This design comes from an exercise in tuning for small area, a short achievable clock period and few clock cycles per item on the open sky130 flow, not from production work. The RTL was checked by simulation tests, not by an equivalence proof against the original design. Power figures rest on the tool's default switching activity, not on a simulated workload.

==> flow/design.v <==
package shabc_pkg;
  localparam int WORD_W     = 32;
  localparam int HASH_WORDS = 8;
  localparam int MSG_WORDS  = 16;
  localparam int ROUNDS     = 64;
  localparam int ROUND_W    = $clog2(ROUNDS);
  localparam int MSG_IDX_W  = $clog2(MSG_WORDS);
  localparam int HASH_IDX_W = $clog2(HASH_WORDS);
  localparam logic [MSG_IDX_W-1:0]  LAST_MSG_INDEX  = MSG_IDX_W'(MSG_WORDS - 1);
  localparam logic [HASH_IDX_W-1:0] LAST_HASH_INDEX = HASH_IDX_W'(HASH_WORDS - 1);
  localparam logic [ROUND_W-1:0]    LAST_ROUND      = ROUND_W'(ROUNDS - 1);
  typedef logic [WORD_W-1:0] word_t;
  typedef enum logic {
    CMD_LOAD_HASH = 1'b0,
    CMD_MSG_WORD  = 1'b1
  } command_t;
  typedef enum logic [1:0] {
    ST_IDLE,
    ST_ROUND,
    ST_FINAL,
    ST_OUT
  } state_t;
  typedef struct packed {
    logic                 command;
    logic [3:0]           word_index;
    logic [WORD_W-1:0]    data_word;
  } in_item_t;
  typedef struct packed {
    logic [WORD_W-1:0]    digest_word;
    logic [2:0]           digest_index;
    logic                 last_word;
  } out_item_t;
  typedef struct packed {
    logic                 load;
    logic                 step;
    logic [ROUND_W-1:0]   round;
  } dp_ctrl_t;
  function automatic word_t round_k(input logic [ROUND_W-1:0] r);
    case (r)
      6'd0: round_k = 32'h428A2F98;
      6'd1: round_k = 32'h71374491;
      6'd2: round_k = 32'hB5C0FBCF;
      6'd3: round_k = 32'hE9B5DBA5;
      6'd4: round_k = 32'h3956C25B;
      6'd5: round_k = 32'h59F111F1;
      6'd6: round_k = 32'h923F82A4;
      6'd7: round_k = 32'hAB1C5ED5;
      6'd8: round_k = 32'hD807AA98;
      6'd9: round_k = 32'h12835B01;
      6'd10: round_k = 32'h243185BE;
      6'd11: round_k = 32'h550C7DC3;
      6'd12: round_k = 32'h72BE5D74;
      6'd13: round_k = 32'h80DEB1FE;
      6'd14: round_k = 32'h9BDC06A7;
      6'd15: round_k = 32'hC19BF174;
      6'd16: round_k = 32'hE49B69C1;
      6'd17: round_k = 32'hEFBE4786;
      6'd18: round_k = 32'h0FC19DC6;
      6'd19: round_k = 32'h240CA1CC;
      6'd20: round_k = 32'h2DE92C6F;
      6'd21: round_k = 32'h4A7484AA;
      6'd22: round_k = 32'h5CB0A9DC;
      6'd23: round_k = 32'h76F988DA;
      6'd24: round_k = 32'h983E5152;
      6'd25: round_k = 32'hA831C66D;
      6'd26: round_k = 32'hB00327C8;
      6'd27: round_k = 32'hBF597FC7;
      6'd28: round_k = 32'hC6E00BF3;
      6'd29: round_k = 32'hD5A79147;
      6'd30: round_k = 32'h06CA6351;
      6'd31: round_k = 32'h14292967;
      6'd32: round_k = 32'h27B70A85;
      6'd33: round_k = 32'h2E1B2138;
      6'd34: round_k = 32'h4D2C6DFC;
      6'd35: round_k = 32'h53380D13;
      6'd36: round_k = 32'h650A7354;
      6'd37: round_k = 32'h766A0ABB;
      6'd38: round_k = 32'h81C2C92E;
      6'd39: round_k = 32'h92722C85;
      6'd40: round_k = 32'hA2BFE8A1;
      6'd41: round_k = 32'hA81A664B;
      6'd42: round_k = 32'hC24B8B70;
      6'd43: round_k = 32'hC76C51A3;
      6'd44: round_k = 32'hD192E819;
      6'd45: round_k = 32'hD6990624;
      6'd46: round_k = 32'hF40E3585;
      6'd47: round_k = 32'h106AA070;
      6'd48: round_k = 32'h19A4C116;
      6'd49: round_k = 32'h1E376C08;
      6'd50: round_k = 32'h2748774C;
      6'd51: round_k = 32'h34B0BCB5;
      6'd52: round_k = 32'h391C0CB3;
      6'd53: round_k = 32'h4ED8AA4A;
      6'd54: round_k = 32'h5B9CCA4F;
      6'd55: round_k = 32'h682E6FF3;
      6'd56: round_k = 32'h748F82EE;
      6'd57: round_k = 32'h78A5636F;
      6'd58: round_k = 32'h84C87814;
      6'd59: round_k = 32'h8CC70208;
      6'd60: round_k = 32'h90BEFFFA;
      6'd61: round_k = 32'hA4506CEB;
      6'd62: round_k = 32'hBEF9A3F7;
      6'd63: round_k = 32'hC67178F2;
      default: round_k = '0;
    endcase
  endfunction
endpackage
module shabc_round (
  input  logic [7:0][31:0] v_in,
  input  logic [31:0]      hkw,
  input  logic             rnd_en,
  input  logic [31:0]      a_alt,
  input  logic [31:0]      e_alt,
  output logic [7:0][31:0] v_out
);
  function automatic logic [31:0] rotr(input logic [31:0] x, input int n);
    rotr = (x >> n) | (x << (32 - n));
  endfunction
  function automatic logic [63:0] csa(input logic [31:0] x, input logic [31:0] y,
                                      input logic [31:0] z);
    logic [31:0] s, c;
    s   = x ^ y ^ z;
    c   = (x & y) | (x & z) | (y & z);
    csa = {c[30:0], 1'b0, s};
  endfunction
  function automatic logic [31:0] ks_add(input logic [31:0] x, input logic [31:0] y,
                                         input logic sel, input logic [31:0] alt);
    logic [31:0] g, p, p0;
    g  = x & y;
    p  = x ^ y;
    p0 = p;
    for (int d = 1; d < 32; d = d * 2) begin
      for (int i = 31; i >= d; i--) begin
        g[i] = g[i] | (p[i] & g[i-d]);
        p[i] = p[i] & p[i-d];
      end
    end
    ks_add = (sel ? p0 : alt) ^ ({g[30:0], 1'b0} & {32{sel}});
  endfunction
  logic [31:0] a, b, c, d, e, f, g;
  logic [31:0] s0, s1, ch, maj;
  logic [63:0] y1, y2, y3, y4, y5;
  always_comb begin
    a = v_in[0]; b = v_in[1]; c = v_in[2]; d = v_in[3];
    e = v_in[4]; f = v_in[5]; g = v_in[6];
    s0  = rotr(a, 2) ^ rotr(a, 13) ^ rotr(a, 22);
    s1  = rotr(e, 6) ^ rotr(e, 11) ^ rotr(e, 25);
    ch  = (e & f) ^ (~e & g);
    maj = (a & b) ^ (a & c) ^ (b & c);
    y1 = csa(d, hkw, ch);
    y2 = csa(y1[31:0], y1[63:32], s1);
    y3 = csa(hkw, ch, maj);
    y4 = csa(y3[31:0], y3[63:32], s1);
    y5 = csa(y4[31:0], y4[63:32], s0);
    v_out = {g, f, e, ks_add(y2[31:0], y2[63:32], rnd_en, e_alt), c, b, a,
             ks_add(y5[31:0], y5[63:32], rnd_en, a_alt)};
  end
endmodule
module sha256_block_compress (
  input  logic        clk,
  input  logic        rst,
  input  logic        start,
  output logic        busy,
  input  logic [36:0] item,
  output logic [35:0] result,
  output logic        result_strobe
);
  logic        cq_v, cq_ld, cq_go, cq_mw;
  logic [7:0]  cq_lsel;    
  logic [15:0] cq_msel;    
  logic [36:0] cq;
  logic [3:0]  idx;
  logic [31:0] data;
  assign idx  = cq[35:32];
  assign data = cq[31:0];
  logic [7:0][31:0]  hash;
  logic [7:0][31:0]  v, v_rnd;
  logic [15:0][31:0] msg, win;
  logic [31:0]       hkw, k_t;    
  logic              act, com, fin, ob, ooo;
  logic [3:0]        nexp;
  logic [5:0]        kcnt;        
  logic [2:0]        oidx;
  function automatic logic [31:0] rotr(input logic [31:0] x, input int n);
    rotr = (x >> n) | (x << (32 - n));
  endfunction
  logic accept, go, do_load, do_msg, run, inord;
  assign run     = act && com;
  assign accept  = cq_v && !busy;
  assign go      = accept && cq_go;
  assign do_load = accept && cq_ld;
  assign do_msg  = accept && cq_mw;
  assign inord   = !ooo && (idx == nexp);
  logic [3:0]  ridx;       
  logic [31:0] w_msg, w_sched, w_next;
  assign w_msg   = msg[ridx];
  assign w_sched = (rotr(win[1], 17) ^ rotr(win[1], 19) ^ (win[1] >> 10))
                 + win[6]
                 + (rotr(win[14], 7) ^ rotr(win[14], 18) ^ (win[14] >> 3))
                 + win[15];
  assign w_next  = (kcnt < 6'd15) ? w_msg : w_sched;
  logic [31:0] hkw_run, hkw_start;
  assign hkw_run   = v[6] + k_t + win[0];
  assign hkw_start = hash[7] + shabc_pkg::round_k(6'd0) + msg[0];
  logic spec_ok, cont, begin_now;
  assign spec_ok   = !do_load && !(do_msg && !inord) && !ooo
                   && (kcnt < 6'd14) && ({2'b00, ridx} < {2'b00, nexp});
  assign cont      = com ? (kcnt != 6'd0) : spec_ok;
  assign begin_now = go || com
                   || (!fin && !do_load && !(do_msg && !inord) && !ooo && (nexp >= 4'd2));
  shabc_round u_round (
    .v_in  (v),
    .hkw   (hkw),
    .rnd_en(act),
    .a_alt (hash[0]),
    .e_alt (hash[4]),
    .v_out (v_rnd)
  );
  logic        cq_v_d, cq_ld_d, cq_go_d, cq_mw_d, act_d, com_d, fin_d, ob_d, busy_d;
  logic [36:0] cq_d;
  logic [7:0]  cq_lsel_d;
  logic [15:0] cq_msel_d;
  logic [5:0]  kcnt_d;
  logic [2:0]  oidx_d;
  logic [3:0]  i_d;
  always_comb begin
    if (start && !busy) begin
      cq_d      = item;
      cq_ld_d   = !item[36] && !item[35];
      cq_go_d   = item[36] && (item[35:32] == 4'd15);
      cq_mw_d   = item[36];
      cq_lsel_d = (!item[36] && !item[35]) ? 8'(1) << item[34:32] : 8'd0;
      cq_msel_d = item[36] ? 16'(1) << item[35:32] : 16'd0;
    end else begin
      cq_d      = cq;
      cq_ld_d   = cq_ld;
      cq_go_d   = cq_go;
      cq_mw_d   = cq_mw;
      cq_lsel_d = cq_lsel;
      cq_msel_d = cq_msel;
    end
    cq_v_d = (start && !busy) || (cq_v && busy);
    i_d    = cq_d[35:32];
    fin_d  = run && (kcnt == 6'd0);
    com_d  = go || (com && !fin_d);
    act_d  = act ? cont : begin_now;
    kcnt_d = act ? (cont ? kcnt + 6'd1 : 6'd0) : (begin_now ? 6'd1 : 6'd0);
    ob_d   = fin || (ob && (oidx != 3'd7));
    oidx_d = fin ? 3'd0 : oidx + 3'd1;
    busy_d = cq_v_d && (
        (cq_ld_d && (com_d || fin_d || (ob_d && (i_d[2:0] > oidx_d))))
     || (cq_go_d && (com_d || fin_d))
     || (cq_mw_d && go && (i_d > 4'd1))
     || (cq_mw_d && com && !act && (i_d > 4'd2))
     || (cq_mw_d && run && (kcnt != 6'd0) && (kcnt < 6'd14)
         && ({2'b00, i_d} > kcnt + 6'd2)));
  end
  always_ff @(posedge clk) begin
    cq    <= cq_d;
    cq_ld <= cq_ld_d;
    cq_go <= cq_go_d;
    cq_mw <= cq_mw_d;
    cq_lsel <= cq_lsel_d;
    cq_msel <= cq_msel_d;
    ridx  <= 4'(kcnt_d + 6'd1);
    kcnt  <= kcnt_d;
    oidx  <= oidx_d;
    if (rst) begin
      cq_v  <= 1'b0;
      busy  <= 1'b0;
      act   <= 1'b0;
      com   <= 1'b0;
      fin   <= 1'b0;
      ob    <= 1'b0;
      nexp  <= '0;
      ooo   <= 1'b0;
    end else begin
      cq_v  <= cq_v_d;
      busy  <= busy_d;
      act   <= act_d;
      com   <= com_d;
      fin   <= fin_d;
      ob    <= ob_d;
      if (go) begin
        nexp <= '0;
        ooo  <= 1'b0;
      end else if (do_msg) begin
        if (inord) nexp <= nexp + 4'd1;
        else       ooo  <= 1'b1;
      end
    end
  end
  logic hadd;
  assign hadd = fin || (run && (kcnt >= 6'd62 || kcnt == 6'd0));
  always_ff @(posedge clk) begin
    if (rst) begin
      hash <= '0;
    end else if (hadd) begin
      hash[3:1] <= hash[2:0];
      hash[0]   <= hash[3] + v[0];
      hash[7:5] <= hash[6:4];
      hash[4]   <= hash[7] + v[4];
    end else begin
      for (int i = 0; i < 8; i++)
        if (accept && cq_lsel[i]) hash[i] <= data;
    end
  end
  always_ff @(posedge clk) begin
    for (int j = 0; j < 16; j++)
      if (accept && cq_msel[j]) msg[j] <= data;
  end
  always_ff @(posedge clk) begin
    for (int i = 0; i < 8; i++)
      v[i] <= (act || i == 0 || i == 4) ? v_rnd[i] : hash[i];
    hkw       <= act ? hkw_run : hkw_start;
    k_t       <= act ? shabc_pkg::round_k(kcnt + 6'd1) : shabc_pkg::round_k(6'd1);
    win[15:2] <= win[14:1];
    win[1]    <= act ? win[0] : msg[0];
    win[0]    <= act ? w_next : msg[1];
  end
  always_ff @(posedge clk) begin
    if (rst) result_strobe <= 1'b0;
    else     result_strobe <= ob;
    result <= {hash[oidx], oidx, (oidx == 3'd7)};
  end
endmodule
clock: 9.0 ns
lec_check: 0
cap_margin: 20
core_margin: 2
core_utilization: 55
cts_cluster_diameter: 80
cts_cluster_size: 24
setup_slack_margin: 4.0
slew_margin: 20
run.sh (not shown) runs the stock make flow with config.mk's settings and CLKGATE_MAP_FILE= SYNTH_SCRIPT=/design/flow/synth_recipe.tcl, a recipe that flattens the netlist after the stock synthesis.
The starting point finished clean.
Testbench counts at the start, summed over its fixed seeds: cycles 22,110, blocks 320.
Change:
--- a/flow/design.v
+++ b/flow/design.v
@@ -199,9 +199,11 @@
                  + (rotr(win[14], 7) ^ rotr(win[14], 18) ^ (win[14] >> 3))
                  + win[15];
   assign w_next  = (kcnt < 6'd15) ? w_msg : w_sched;
-  logic [31:0] hkw_run, hkw_start;
-  assign hkw_run   = v[6] + k_t + win[0];
-  assign hkw_start = hash[7] + shabc_pkg::round_k(6'd0) + msg[0];
+  logic [31:0] hkw_next, hkw_h, hkw_k, hkw_w;
+  assign hkw_h    = act ? v[6]   : hash[7];
+  assign hkw_k    = act ? k_t    : shabc_pkg::round_k(6'd0);
+  assign hkw_w    = act ? win[0] : msg[0];
+  assign hkw_next = hkw_h + hkw_k + hkw_w;
   logic spec_ok, cont, begin_now;
   assign spec_ok   = !do_load && !(do_msg && !inord) && !ooo
                    && (kcnt < 6'd14) && ({2'b00, ridx} < {2'b00, nexp});
@@ -312,11 +314,11 @@
   always_ff @(posedge clk) begin
     for (int i = 0; i < 8; i++)
       v[i] <= (act || i == 0 || i == 4) ? v_rnd[i] : hash[i];
-    hkw       <= act ? hkw_run : hkw_start;
+    hkw       <= hkw_next;
     k_t       <= act ? shabc_pkg::round_k(kcnt + 6'd1) : shabc_pkg::round_k(6'd1);
     win[15:2] <= win[14:1];
     win[1]    <= act ? win[0] : msg[0];
-    win[0]    <= act ? w_next : msg[1];
+    win[0]    <= w_next;    
   end
   always_ff @(posedge clk) begin
     if (rst) result_strobe <= 1'b0;
Final cell count goes down by 5.8%.
Final area drops by 3.0%.
Utilization barely changes.
Non-clock buffer count decreases by 10.
Sequential power stays flat.
Hold slack is worse by 7.8 ps.
Area after synthesis fell by 3.0%.
Routed wire length decreases by 5.3%.
Sequential cell count does not change.
Setup slack loses 190 ps.
Testbench counts after the change, summed over its fixed seeds: cycles 22,110, blocks 320.

-- afterwards: timing with drivers on the ports --
The flow's constraints put no driver on any port. The routed layouts listed below were extracted and timed again, unchanged, in two steps. Step 1 (the two cells are an assumption about what drives the block):
set clk [get_ports {clk}]
set_driving_cell -lib_cell sky130_fd_sc_hd__clkbuf_16 $clk
set_driving_cell -lib_cell sky130_fd_sc_hd__buf_2 [delete_from_list [all_inputs] $clk]
Step 2 also shifts input and output timing later by t, the mid clock arrival at the registers, as if the neighbouring blocks saw the same clock. Slacks: ideal / step 1 / step 2; pairs: ideal / step 1.
run	shift t [ns]	setup slack, ns	cell pins on the clock port's net
the first run	0.839	4.129 / 4.129 / 4.129	1
the second run	0.825	3.934 / 3.934 / 3.934	1
After both steps every run listed still meets setup and hold.
